What follows belongs to an exercise in optimizing a design on an open flow for small area, a short achievable clock period and few clock cycles; a production flow would make more cautious choices.
Only simulation tests tie the RTL to the original design; equivalence was not proved.
Power is estimated from default activity; no workload was simulated.

<file path="flow/run.sh">
#!/bin/bash
# synth_recipe.tcl (not shown) runs the flow's synth.tcl, then flattens the netlist and writes it again
# the make line also repeats each setting of config.mk as NAME=value (left out here)
make -C /OpenROAD-flow-scripts/flow DESIGN_CONFIG=/design/flow/config.mk WORK_HOME=/design/flow/orfs CLKGATE_MAP_FILE= SYNTH_SCRIPT=/design/flow/synth_recipe.tcl finish
</file>
<file path="flow/design.v">
package sys_array_pkg;
  localparam int unsigned DefaultRow  = 4;
  localparam int unsigned DefaultCol  = 4;
  localparam int unsigned DefaultEs   = 8;
  localparam int unsigned DefaultKMax = 64;
  typedef enum logic [1:0] {
    StIdle,
    StFeed,
    StFlush,
    StDrain
  } state_e;
endpackage
module pe_mac #(
  parameter int unsigned ES    = 8,
  parameter int unsigned ACC_W = 22
) (
  input  logic             clk,
  input  logic             rst_n,
  input  logic             i_clr,
  input  logic             i_signed,
  input  logic [ES-1:0]    i_a,
  input  logic             i_a_vld,
  input  logic [ES-1:0]    i_b,
  input  logic             i_b_vld,
  output logic [ES-1:0]    o_a,
  output logic             o_a_vld,
  output logic [ES-1:0]    o_b,
  output logic             o_b_vld,
  output logic [ACC_W-1:0] o_acc
);
  logic signed [ES:0]     w_a_ext;
  logic signed [ES:0]     w_b_ext;
  logic signed [2*ES+1:0] w_prod;
  logic [ACC_W-1:0]       w_prod_ext;
  logic [ES-1:0]          r_a;
  logic [ES-1:0]          r_b;
  logic                   r_a_vld;
  logic                   r_b_vld;
  logic [ACC_W-1:0]       r_acc;
  assign w_a_ext    = {i_signed & i_a[ES-1], i_a};
  assign w_b_ext    = {i_signed & i_b[ES-1], i_b};
  assign w_prod     = w_a_ext * w_b_ext;
  assign w_prod_ext = {{(ACC_W - 2 * ES - 2){w_prod[2*ES+1]}}, w_prod};
  always_ff @(posedge clk) begin
    if (!rst_n) begin
      r_a     <= '0;
      r_b     <= '0;
      r_a_vld <= 1'b0;
      r_b_vld <= 1'b0;
      r_acc   <= '0;
    end else begin
      r_a     <= i_a;
      r_b     <= i_b;
      r_a_vld <= i_a_vld;
      r_b_vld <= i_b_vld;
      if (i_clr) begin
        r_acc <= '0;
      end else if (i_a_vld && i_b_vld) begin
        r_acc <= r_acc + w_prod_ext;
      end
    end
  end
  assign o_a     = r_a;
  assign o_b     = r_b;
  assign o_a_vld = r_a_vld;
  assign o_b_vld = r_b_vld;
  assign o_acc   = r_acc;
endmodule
module systolic_array_os #(
  parameter int unsigned ROW   = sys_array_pkg::DefaultRow,
  parameter int unsigned COL   = sys_array_pkg::DefaultCol,
  parameter int unsigned ES    = sys_array_pkg::DefaultEs,
  parameter int unsigned K_MAX = sys_array_pkg::DefaultKMax,
  parameter int unsigned ACC_W = 2 * ES + $clog2(K_MAX)
) (
  input  logic                         clk,
  input  logic                         rst_n,
  input  logic                         start,
  input  logic [$clog2(K_MAX+1)-1:0]   k_len,
  input  logic                         signed_mode,
  input  logic                         in_vld,
  output logic                         in_rdy,
  input  logic [ROW*ES-1:0]            a_vec,
  input  logic [COL*ES-1:0]            b_vec,
  output logic                         out_vld,
  input  logic                         out_rdy,
  output logic [COL*ACC_W-1:0]         out_row,
  output logic [$clog2(ROW)-1:0]       out_row_idx,
  output logic                         out_last,
  output logic                         busy,
  output logic                         done
);
  localparam int unsigned KW = $clog2(K_MAX + 1);
  localparam int unsigned RW = $clog2(ROW);
  localparam int unsigned FW = $clog2(ROW + COL);
  sys_array_pkg::state_e               r_state, w_state_d;
  logic [KW-1:0]        r_k_tgt, r_k_cnt, w_k_clamp;
  logic [FW-1:0]        r_flush_cnt;
  logic [RW-1:0]        r_row_idx;
  logic                 r_signed;
  logic                 w_start, w_fire, w_in_rdy, w_out_vld, w_busy, w_done;
  logic [COL*ACC_W-1:0] w_row;
  logic                 w_unused_edge;
  logic [ES-1:0]    w_a   [ROW][COL+1];
  logic             w_av  [ROW][COL+1];
  logic [ES-1:0]    w_b   [ROW+1][COL];
  logic             w_bv  [ROW+1][COL];
  logic [ACC_W-1:0] w_acc [ROW][COL];
  assign w_k_clamp = (k_len > KW'(K_MAX)) ? KW'(K_MAX) : k_len;
  assign w_fire    = in_vld & w_in_rdy;
  always_comb begin
    w_state_d = r_state;
    w_in_rdy  = 1'b0;
    w_out_vld = 1'b0;
    w_busy    = 1'b1;
    w_done    = 1'b0;
    w_start   = 1'b0;
    unique case (r_state)
      sys_array_pkg::StIdle: begin
        w_busy = 1'b0;
        if (start) begin
          w_start   = 1'b1;
          w_state_d = (w_k_clamp == '0) ? sys_array_pkg::StDrain : sys_array_pkg::StFeed;
        end
      end
      sys_array_pkg::StFeed: begin
        w_in_rdy = 1'b1;
        if (w_fire && (r_k_cnt == r_k_tgt - KW'(1))) w_state_d = sys_array_pkg::StFlush;
      end
      sys_array_pkg::StFlush: begin
        if (r_flush_cnt == FW'(ROW + COL - 2)) w_state_d = sys_array_pkg::StDrain;
      end
      sys_array_pkg::StDrain: begin
        w_out_vld = 1'b1;
        if (out_rdy && (r_row_idx == RW'(ROW - 1))) begin
          w_done    = 1'b1;
          w_state_d = sys_array_pkg::StIdle;
        end
      end
      default: w_state_d = sys_array_pkg::StIdle;
    endcase
  end
  always_ff @(posedge clk) begin
    if (!rst_n) begin
      r_state     <= sys_array_pkg::StIdle;
      r_k_tgt     <= '0;
      r_k_cnt     <= '0;
      r_flush_cnt <= '0;
      r_row_idx   <= '0;
      r_signed    <= 1'b0;
    end else begin
      r_state <= w_state_d;
      if (w_start) begin
        r_k_tgt  <= w_k_clamp;
        r_k_cnt  <= '0;
        r_signed <= signed_mode;
      end else if (w_fire) begin
        r_k_cnt <= r_k_cnt + KW'(1);
      end
      r_flush_cnt <= (r_state == sys_array_pkg::StFlush) ? r_flush_cnt + FW'(1) : '0;
      if (r_state == sys_array_pkg::StIdle) begin
        r_row_idx <= '0;
      end else if (w_out_vld && out_rdy) begin
        r_row_idx <= r_row_idx + RW'(1);
      end
    end
  end
  for (genvar gr = 0; gr < ROW; gr++) begin : g_a_skew
    if (gr == 0) begin : g_direct
      assign w_a[0][0]  = a_vec[ES-1:0];
      assign w_av[0][0] = w_fire;
    end else begin : g_dly
      logic [ES-1:0] r_sh  [gr];
      logic          r_vsh [gr];
      always_ff @(posedge clk) begin
        if (!rst_n) begin
          for (int i = 0; i < gr; i++) begin
            r_sh[i]  <= '0;
            r_vsh[i] <= 1'b0;
          end
        end else begin
          r_sh[0]  <= a_vec[gr*ES +: ES];
          r_vsh[0] <= w_fire;
          for (int i = 1; i < gr; i++) begin
            r_sh[i]  <= r_sh[i-1];
            r_vsh[i] <= r_vsh[i-1];
          end
        end
      end
      assign w_a[gr][0]  = r_sh[gr-1];
      assign w_av[gr][0] = r_vsh[gr-1];
    end
  end
  for (genvar gc = 0; gc < COL; gc++) begin : g_b_skew
    if (gc == 0) begin : g_direct
      assign w_b[0][0]  = b_vec[ES-1:0];
      assign w_bv[0][0] = w_fire;
    end else begin : g_dly
      logic [ES-1:0] r_sh  [gc];
      logic          r_vsh [gc];
      always_ff @(posedge clk) begin
        if (!rst_n) begin
          for (int i = 0; i < gc; i++) begin
            r_sh[i]  <= '0;
            r_vsh[i] <= 1'b0;
          end
        end else begin
          r_sh[0]  <= b_vec[gc*ES +: ES];
          r_vsh[0] <= w_fire;
          for (int i = 1; i < gc; i++) begin
            r_sh[i]  <= r_sh[i-1];
            r_vsh[i] <= r_vsh[i-1];
          end
        end
      end
      assign w_b[0][gc]  = r_sh[gc-1];
      assign w_bv[0][gc] = r_vsh[gc-1];
    end
  end
  for (genvar gr = 0; gr < ROW; gr++) begin : g_row
    for (genvar gc = 0; gc < COL; gc++) begin : g_col
      pe_mac #(
        .ES   (ES),
        .ACC_W(ACC_W)
      ) u_pe (
        .clk     (clk),
        .rst_n   (rst_n),
        .i_clr   (w_start),
        .i_signed(r_signed),
        .i_a     (w_a[gr][gc]),
        .i_a_vld (w_av[gr][gc]),
        .i_b     (w_b[gr][gc]),
        .i_b_vld (w_bv[gr][gc]),
        .o_a     (w_a[gr][gc+1]),
        .o_a_vld (w_av[gr][gc+1]),
        .o_b     (w_b[gr+1][gc]),
        .o_b_vld (w_bv[gr+1][gc]),
        .o_acc   (w_acc[gr][gc])
      );
    end
  end
  always_comb begin
    w_unused_edge = 1'b0;
    for (int r = 0; r < ROW; r++) w_unused_edge = w_unused_edge ^ (^w_a[r][COL]) ^ w_av[r][COL];
    for (int c = 0; c < COL; c++) w_unused_edge = w_unused_edge ^ (^w_b[ROW][c]) ^ w_bv[ROW][c];
  end
  always_comb begin
    w_row = '0;
    if (r_state == sys_array_pkg::StDrain) begin
      for (int c = 0; c < COL; c++) w_row[c*ACC_W +: ACC_W] = w_acc[r_row_idx][c];
    end
  end
  assign in_rdy      = w_in_rdy;
  assign out_vld     = w_out_vld;
  assign out_row     = w_row;
  assign out_row_idx = r_row_idx;
  assign out_last    = w_out_vld && (r_row_idx == RW'(ROW - 1));
  assign busy        = w_busy;
  assign done        = w_done;
endmodule
</file>
<file path="flow/constraint.sdc">
create_clock -name core_clock -period 10.0 [get_ports {clk}]
set_input_delay 2.0000 -clock core_clock [delete_from_list [all_inputs] [get_ports {clk}]]
set_output_delay 2.0000 -clock core_clock [all_outputs]
set_load 0.01 [all_outputs]
</file>
<file path="flow/config.mk">
export PLATFORM = sky130hd
export DESIGN_NAME = systolic_array_os
export DESIGN_NICKNAME = systolic_array_os
export VERILOG_FILES = /design/flow/design.v
export SDC_FILE = /design/flow/constraint.sdc
export NUM_CORES = 4
export LEC_CHECK = 0
export CAP_MARGIN = 20
export CORE_MARGIN = 2
export CORE_UTILIZATION = 40
export SLEW_MARGIN = 20
</file>
==> results by group <==
Floorplan
  • Die area: about 220000 µm²
  • Core ar.: 215000 µm²
  • Die width: 470 µm
  • Die H: ~470 µm
  • Cell Rows: 170
  • I/O pins: 172
  • Initial core utilization: 0.403

STA
  • Period utilization: 0.857
  • Fin worst setup slack: between 1 and 1.5 ns
  • Min cycle time layout: 8.57 ns
  • Hold slack: around 0.43 ns
  • RSZ-0062 raised after global routing: false
  • Fin Setup TNS: 0 ns
  • Max-Slew Margin vs Limit: 0.176
  • Slew @ Worst Pin: roughly 1.2 ns
  • Slew Viols, Final: 0
  • Endpoints failing hold: 0
  • Final Skew: 0.0316 ns
  • # setup viols final: 0
  • Fmax: 0.117 GHz

Synthesis
  • Register bit count reported by yosys: between 600 and 700
  • Synth Flop Type: dfxtp_1
  • Post-synth top area cell: fa_1
  • Post-synthesis cell area: roughly 87000 µm²
  • Yosys warning count: 35
  • Count leader, synth: inv_1
  • Synth Instances: 9854
  • Top post-synthesis cells by area: fa_1 (26%), dfxtp_1 (15%), ha_1 (14%)
  • Syn Area/Cell: 8.80 µm²
  • Syn Nets: 12100
  • EDFF count, synth: 0
  • Library cells used by synthesis: 89
  • Sequential-to-total area share from yosys stat: 0.154
  • Most frequent cells after synthesis: inv_1 (1427), fa_1 (1136), ha_1 (1001)
  • Synth top area share: 0.262
  • Asr flop ratio synth: 0

Power and ir drop
  • Peak supply drop: 0.000163 V
  • Lkg Pwr: approximately 46 nW
  • Cell Pwr Density: 89.3 nW/µm²

Global routing
  • First-pass GRT wire length: approximately 390 mm
  • Vias in the first global route: 69400
  • Gr usage total: 0.223
  • GR Overflow Total: 0
  • Initial antenna violation count: 21
  • Largest net degree at the start of global routing: between 150 and 200

Detailed routing
  • Drt drc: 0
  • Via count: 66900
  • Routed WL: 245 mm
  • DR pass1 iterations: 9
  • DRT iter0 DRCs: 4294
  • Per-cell routed wire length: 19.3 µm
  • DRT antenna net count: 0
  • Vias per cell: 5.29

Run
  • Max-cap viol count: 0

Worst hold path
  • Hold path cells: 1
  • Hold path endpoint: g_a_skew[2].g_dly.r_sh[1][7]
  • Hold WC Path Type: reg -> reg
  • Hold Startpoint: g_a_skew[2].g_dly.r_sh[0][7]

Clocking
  • H-tree depth: 3
  • Max clock buf depth: 3
  • Post-CTS sizing: 0
  • CTS tree: built
  • Post-CTS Setup Inserts: 0
  • Clk Latency, worst-skew pair: 0.72 ns
  • Clock sink count: 668
  • Hold_buf cts: 0
  • Clock transition at path regs: 0.07 ns
  • TritonCTS Buffers: 85
  • Clock root buffer: clkbuf_16

Critical path
  • CP Launch Type: input pin
  • Setup Crit Path Kind: in -> reg
  • Critical Path Most Common Cell: fa_1
  • CP endpoint kind: register
  • Reg2reg start: r_signed
  • Slowest-stage cell, CP: fa_1
  • Worst reg-to-reg path cell count: 29
  • Worst Path Required: around 11 ns
  • R2R Setup Slk: 1.54 ns
  • Max incr delay on CP: 0.53 ns
  • Crit path max fanout: 7
  • Worst EP arrival: approximately 9 ns
  • Worst R2R End: g_row[3].g_col[1].u_pe.r_acc[20]

Placed design
  • PortBufs: 171
  • Post-DP HPWL: about 200 mm
  • Gpl congestion: 0.914
  • Pre-CTS setup slack: 0.730 ns
  • Placed Cells incl. Taps: 12500

Status
  • Status: finished clean

Final layout
  • Final layout net count: 11900
  • Final cell count without fillers: about 13000
  • Area delta synth->final: 8.30%
  • Layout cells sized above 1: 0.0295
  • Fillers: 21100
==> critical path, delay by kind of cell <==
family | cells | cell delay [ns]
AO/OA/AOI/OAI | 12 | 2.01
buffers and inverters | 5 | 0.70
XOR/XNOR | 2 | 0.38
adder cells (fa/ha/maj) | 7 | 3.11
AND/OR/NAND/NOR | 4 | 0.94
==> sequential cells by signal, indices dropped and copies added (netlist names) <==
register / flops
g_row.g_col.u_pe.r_b_vld: 4
r_state: 2
g_row.g_col.u_pe.r_a_vld: 2
r_k_tgt: 7
g_row.g_col.u_pe.r_acc: 352
g_row.g_col.u_pe.r_a: 96
r_signed: 1
r_flush_cnt: 3
r_row_idx: 2
g_a_skew.g_dly.r_sh: 48
g_row.g_col.u_pe.r_b: 96
r_k_cnt: 7
g_b_skew.g_dly.r_sh: 48
==> logic make-up after synthesis <==
logic type / after synthesis / share of synthesized area
AND/OR/NAND/NOR: 2894 / 0.161
XOR/XNOR: 586 / 0.0593
flip-flops: 668 / 0.154
buffers and inverters: 1860 / 0.0805
adder cells (fa/ha/maj): 2137 / 0.407
AO/OA/AOI/OAI: 1501 / 0.114
multiplexers: 208 / 0.0240
==> how the worst max path moves through the flow <==
stage | slack [ns] | startpoint | endpoint
floorplan | 1.72 | a_vec[7] | g_row[0].g_col[0].u_pe.r_acc[21]
global route | 1.06 | a_vec[7] | g_row[0].g_col[0].u_pe.r_acc[21]
detailed placement | 0.73 | a_vec[7] | g_row[0].g_col[0].u_pe.r_acc[21]
global placement | 0.83 | a_vec[5] | g_row[0].g_col[0].u_pe.r_acc[21]
finish | 1.43 | a_vec[7] | g_row[0].g_col[0].u_pe.r_acc[21]
CTS | 1.51 | a_vec[7] | g_row[0].g_col[0].u_pe.r_acc[21]
==> power by group <==
group	internal [mW]	switching [mW]
Sequential	2.73	0.159
Combinational	0.852	1.31
Clock	1.93	1.41
Total	5.51	2.88
==> layer usage <==
metal,global-route usage,share of wire,up-vias
li1,-,-,31500
met4,0.101,0.053,2
met5,0,0.000053,-
met2,0.378,0.48,1646
met3,0.0262,0.047,418
met1,0.284,0.42,33300
==> layout by cell type (no fill, tap or decap), types with 46 or more instances in the layout <==
cell | Yosys | routed
a211oi_1 | 71 | 71
a21o_1 | 120 | 120
a21oi_1 | 425 | 425
a22oi_1 | 134 | 134
a31oi_1 | 103 | 103
and2_1 | 821 | 820
and3_1 | 71 | 71
buf_4 | 0 | 47
clkbuf_16 | 0 | 87
clkdlybuf4s50_1 | 0 | 170
dfxtp_1 | 668 | 662
fa_1 | 1136 | 1136
ha_1 | 1001 | 996
inv_1 | 1427 | 1427
mux2i_1 | 208 | 208
nand2_1 | 930 | 929
nand3_1 | 83 | 83
nor2_1 | 683 | 683
nor2b_1 | 71 | 71
nor3_1 | 61 | 61
o21a_1 | 116 | 116
o21ai_0 | 183 | 166
o21ai_1 | 44 | 56
o21bai_1 | 46 | 46
xnor2_1 | 477 | 477
xor2_1 | 107 | 107
==> metrics by stage <==
step | utilization | cell area, µm² | power [mW]
after floorplan | - | 86700 | 4.42
after global placement | 0.423 | 90900 | 5.05
after detailed placement | 0.423 | 90900 | 5.09
after CTS | 0.437 | 93900 | 8.47
after global routing | 0.437 | 93900 | 8.83
final | 0.437 | 94000 | 8.39
==> cell type report <==
class	instances	area, µm²	area share
Clock buffer	102	2290	0.0244
Clock inverter	56	697	0.00742
Inverter	1432	5380	0.0572
Antenna cell	8	20.0	0.000213
Tap cell	2838	3550	0.0378
Sequential cell	668	13400	0.143
Timing Repair Buffer	222	2150	0.0229
Multi-Input combinational cell	7326	66500	0.708
Testbench counts, summed over its fixed seeds: cycles 14,561.

## static timing again, ports no longer ideal
Ports are ideal in the flow. The routed layout listed here was re-timed in OpenROAD. Step 1 sets driving cells, clkbuf_16 on the clock port and buf_2 on the other inputs (assumed; they add their load-dependent delay and slew). Step 2 times the ports against the registers' clock, not the clock port: input delays grow and output delays shrink by t, the midpoint of the rising clock arrivals with the driver on. Three values: ideal, step 1, step 2; two values: the first two.
shift t [ns]: 0.798
setup slack, ns: 1.425 / 1.493 / 0.694
worst hold slack (ns): 0.427 / 0.427 / 0.427
worst setup path after step 2: input to register
After both steps setup and hold are still met in this run. The setup slack of this run moves by +0.068 ns with the drivers and by -0.731 ns with both steps.
